Background: an optimization exercise with open tools, aiming at small area and a short achievable clock period. Do not read the settings as production practice. In this exercise RTL edits were held to simulation tests only and were not proved equivalent to the original. The clock port is modelled as an ideal driver; clocking choices that lean on that would not hold on a real chip.

==> inputs of build 88 <==
Design qft3_top, start of the top module:
module qft3_top
(
    input  logic        clk,
    input  logic        rst_n,
    input  logic        valid_i,
    input  logic [63:0] re_i,
    input  logic [63:0] im_i,
    output logic        valid_o,
    output logic [63:0] re_o,
    output logic [63:0] im_o
);
Settings: LEC_CHECK=0, CAP_MARGIN=20, CORE_MARGIN=2, CORE_UTILIZATION=40, CTS_CLUSTER_DIAMETER=150, CTS_CLUSTER_SIZE=24, SETUP_SLACK_MARGIN=1.8, SLEW_MARGIN=20; clock period 4.0 ns.
standard.sh (not shown) runs the stock make flow with config.mk's settings and CLKGATE_MAP_FILE= SYNTH_SCRIPT=/design/flow/synth_recipe.tcl, a recipe that flattens the netlist after the stock synthesis.
==> flow/flow/run.sh <==
#!/bin/bash
# The standard layout with two changes:
#  - the ports get the smallest buffer (buf_1) instead of the default one;
#  - after clock tree synthesis, flops inside the pipeline whose incoming paths are
#    tighter than their outgoing ones get one clock buffer of delay (useful skew between
#    internal registers only; flops fed by the inputs and the valid chain are left alone).
# Each tool's output goes to a log of its own in this folder.
set -euo pipefail
export BUFFER_PORTS_ARGS="-buffer_cell sky130_fd_sc_hd__buf_1"
bash standard.sh synth > synth.log 2>&1
bash standard.sh cts > place_cts.log 2>&1
R=orfs/results/sky130hd/qft3_top/base
PLATFORM_DIR="$FLOW_HOME/platforms/sky130hd" IN_ODB=$R/4_cts.odb IN_SDC=$R/4_cts.sdc OUT_ODB=$R/4_cts.odb \
  SKEW_DELTA=0.08 SKEW_BUF=sky130_fd_sc_hd__clkbuf_1 SKEW_BELOW=2.0 \
  SKEW_IO_PATTERNS='*_h2_*_t_d1* v_q*' \
  openroad -no_init -exit flow/skew.tcl > skew.log 2>&1
bash standard.sh finish > route_finish.log 2>&1
==> flow/flow/skew.tcl <==
# Useful skew for the internal register-to-register paths: give a flop whose incoming
# paths are tighter than its outgoing ones a small clock delay (one buffer on its clock
# pin). Flops that capture from input ports or launch to output ports are left alone.
set plat $::env(PLATFORM_DIR)
read_lef $plat/lef/sky130_fd_sc_hd.tlef
read_lef $plat/lef/sky130_fd_sc_hd_merged.lef
read_liberty $plat/lib/sky130_fd_sc_hd__tt_025C_1v80.lib
read_db $::env(IN_ODB)
read_sdc $::env(IN_SDC)
source $plat/setRC.tcl
set_propagated_clock [all_clocks]
estimate_parasitics -placement
puts "before: worst slack [format %.3f [sta::worst_slack -max]] hold [format %.3f [sta::worst_slack -min]]"
set delta $::env(SKEW_DELTA)
set bufm $::env(SKEW_BUF)
set block [ord::get_db_block]
set master [[ord::get_db] findMaster $bufm]
# flops next to the ports
# (by name: the first stage's sums, the output stage and the valid chain)
set io_pat $::env(SKEW_IO_PATTERNS)
set chosen {}
foreach reg [all_registers -edge_triggered -cells] {
  set n [get_full_name $reg]
  set skip 0
  foreach p $io_pat { if {[string match $p $n]} { set skip 1 } }
  if {$skip} continue
  set d [get_pins -of_objects $reg -filter "name==D"]
  set q [get_pins -of_objects $reg -filter "name==Q"]
  if {$d eq "" || $q eq ""} continue
  set sin [get_property $d slack_max]
  set sout [get_property $q slack_max]
  if {$sin + $delta < $sout - $delta && $sin < $::env(SKEW_BELOW)} { lappend chosen [sta::sta_to_db_inst $reg] }
}
puts "flops to delay: [llength $chosen]"
set k 0
foreach inst $chosen {
  set ck [$inst findITerm CLK]
  set cnet [$ck getNet]
  set b [odb::dbInst_create $block $master "skewbuf_$k"]
  set net [odb::dbNet_create $block "skewclk_$k"]
  $net setSigType CLOCK
  $ck disconnect
  $ck connect $net
  [$b findITerm A] connect $cnet
  [$b findITerm X] connect $net
  set loc [$inst getLocation]
  $b setLocation [lindex $loc 0] [lindex $loc 1]
  $b setPlacementStatus PLACED
  incr k
}
global_connect
detailed_placement
check_placement
estimate_parasitics -placement
puts "after: worst slack [format %.3f [sta::worst_slack -max]] hold [format %.3f [sta::worst_slack -min]]"
if {[info exists ::env(OUT_ODB)]} { write_db $::env(OUT_ODB) }
==> inputs of trial 79, as changes to build 88 <==
==> flow/run.sh (new file) <==
#!/bin/bash
# synth_recipe.tcl (not shown) runs the flow's synth.tcl, then flattens the netlist and writes it again
# the make line also repeats each setting of config.mk as NAME=value (left out here)
make -C /OpenROAD-flow-scripts/flow DESIGN_CONFIG=/design/flow/config.mk WORK_HOME=/design/flow/orfs CLKGATE_MAP_FILE= SYNTH_SCRIPT=/design/flow/synth_recipe.tcl finish
--- a/flow/config.mk
+++ b/flow/config.mk
@@ -7,8 +7,8 @@
 export LEC_CHECK = 0
 export CAP_MARGIN = 20
 export CORE_MARGIN = 2
-export CORE_UTILIZATION = 40
-export CTS_CLUSTER_DIAMETER = 150
-export CTS_CLUSTER_SIZE = 24
-export SETUP_SLACK_MARGIN = 1.8
+export CORE_UTILIZATION = 55
+export CTS_CLUSTER_DIAMETER = 200
+export CTS_CLUSTER_SIZE = 30
+export SETUP_SLACK_MARGIN = 1.6
 export SLEW_MARGIN = 20
removed: flow/flow/run.sh
removed: flow/flow/skew.tcl
removed: flow/standard.sh
==> inputs of trial 58, as changes to build 88 <==
==> flow/run.sh (new file) <==
#!/bin/bash
# synth_recipe.tcl (not shown) runs the flow's synth.tcl, then flattens the netlist and writes it again
# the make line also repeats each setting of config.mk as NAME=value (left out here)
make -C /OpenROAD-flow-scripts/flow DESIGN_CONFIG=/design/flow/config.mk WORK_HOME=/design/flow/orfs CLKGATE_MAP_FILE= SYNTH_SCRIPT=/design/flow/synth_recipe.tcl finish
--- a/flow/config.mk
+++ b/flow/config.mk
@@ -8,7 +8,4 @@
 export CAP_MARGIN = 20
 export CORE_MARGIN = 2
 export CORE_UTILIZATION = 40
-export CTS_CLUSTER_DIAMETER = 150
-export CTS_CLUSTER_SIZE = 24
-export SETUP_SLACK_MARGIN = 1.8
 export SLEW_MARGIN = 20
removed: flow/flow/run.sh
removed: flow/flow/skew.tcl
removed: flow/standard.sh
==> qor summary <==
	trial 79	trial 58	build 88
Status	no timing/DRC/antenna violations	no timing/DRC/antenna violations	no timing/DRC/antenna violations
Count of plain and timing-repair buffers in the layout	390	263	811
Final Core Density	62.90%	46.07%	47.40%
Final non-filler cell area	75,460 um^2	76,100 um^2	78,290 um^2
Crit-path slowest cell	sky130_fd_sc_hd__fa_1	sky130_fd_sc_hd__dfxtp_1	sky130_fd_sc_hd__fa_1
Total area of multi-input combinational cells	43,890 um^2	42,300 um^2	45,070 um^2
Number of global-route vias before repair	43,600	44,670	46,260
Number of cells upsized or downsized after cts	372	0	515
Met1 capacity usage during global routing	29.82%	21.37%	22.11%
Routed WL	131,700 um	132,500 um	139,400 um
CLK BUF	45	153	63
Placed cell count	8,484	9,061	9,057
Synth-to-Final Area Change	13.28%	14.23%	17.52%
Minimum clock period after layout	2.432 ns	2.762 ns	2.296 ns
Setup slack, reg-to-reg	1.57 ns	1.24 ns	1.70 ns
DR vias	45,190	45,070	47,030
Data-path buffer share of cell area in the final layout	4.772%	3.446%	5.341%
Clock latency on the worst-skew pair	0.67 ns	0.76 ns	0.80 ns
Standard-cell row count	127	149	149

## afterwards: timing with drivers on the ports
How much do the figures lean on ideal ports? The routed layouts below were timed once more, with nothing changed but the port constraints. Step 1: set_driving_cell puts a clkbuf_16 on clk and a buf_2 on each other input, an assumption about the parent block. Step 2 adds t to the input delays and takes it off the output delays; t is the mean of the earliest and latest rising clock arrival at the registers after step 1. Input paths then give back, and output paths get back, about the clock's delay inside the block. Three values: ideal, step 1, step 2; two values: the first two.
run	t (ns)	setup WS [ns]	slew at the worst register clock pin (ns)
build 88	0.804	1.704 / 1.704 / 1.335	0.12 / 0.12
trial 79	0.733	1.568 / 1.568 / 1.066	0.12 / 0.12
trial 58	0.816	1.238 / 1.238 / 1.023	0.07 / 0.07
After both steps setup and hold are still met in every run listed. For trial 79, which loses most, drivers alone change the setup slack by 0.000 ns; drivers and shift together by -0.502 ns.
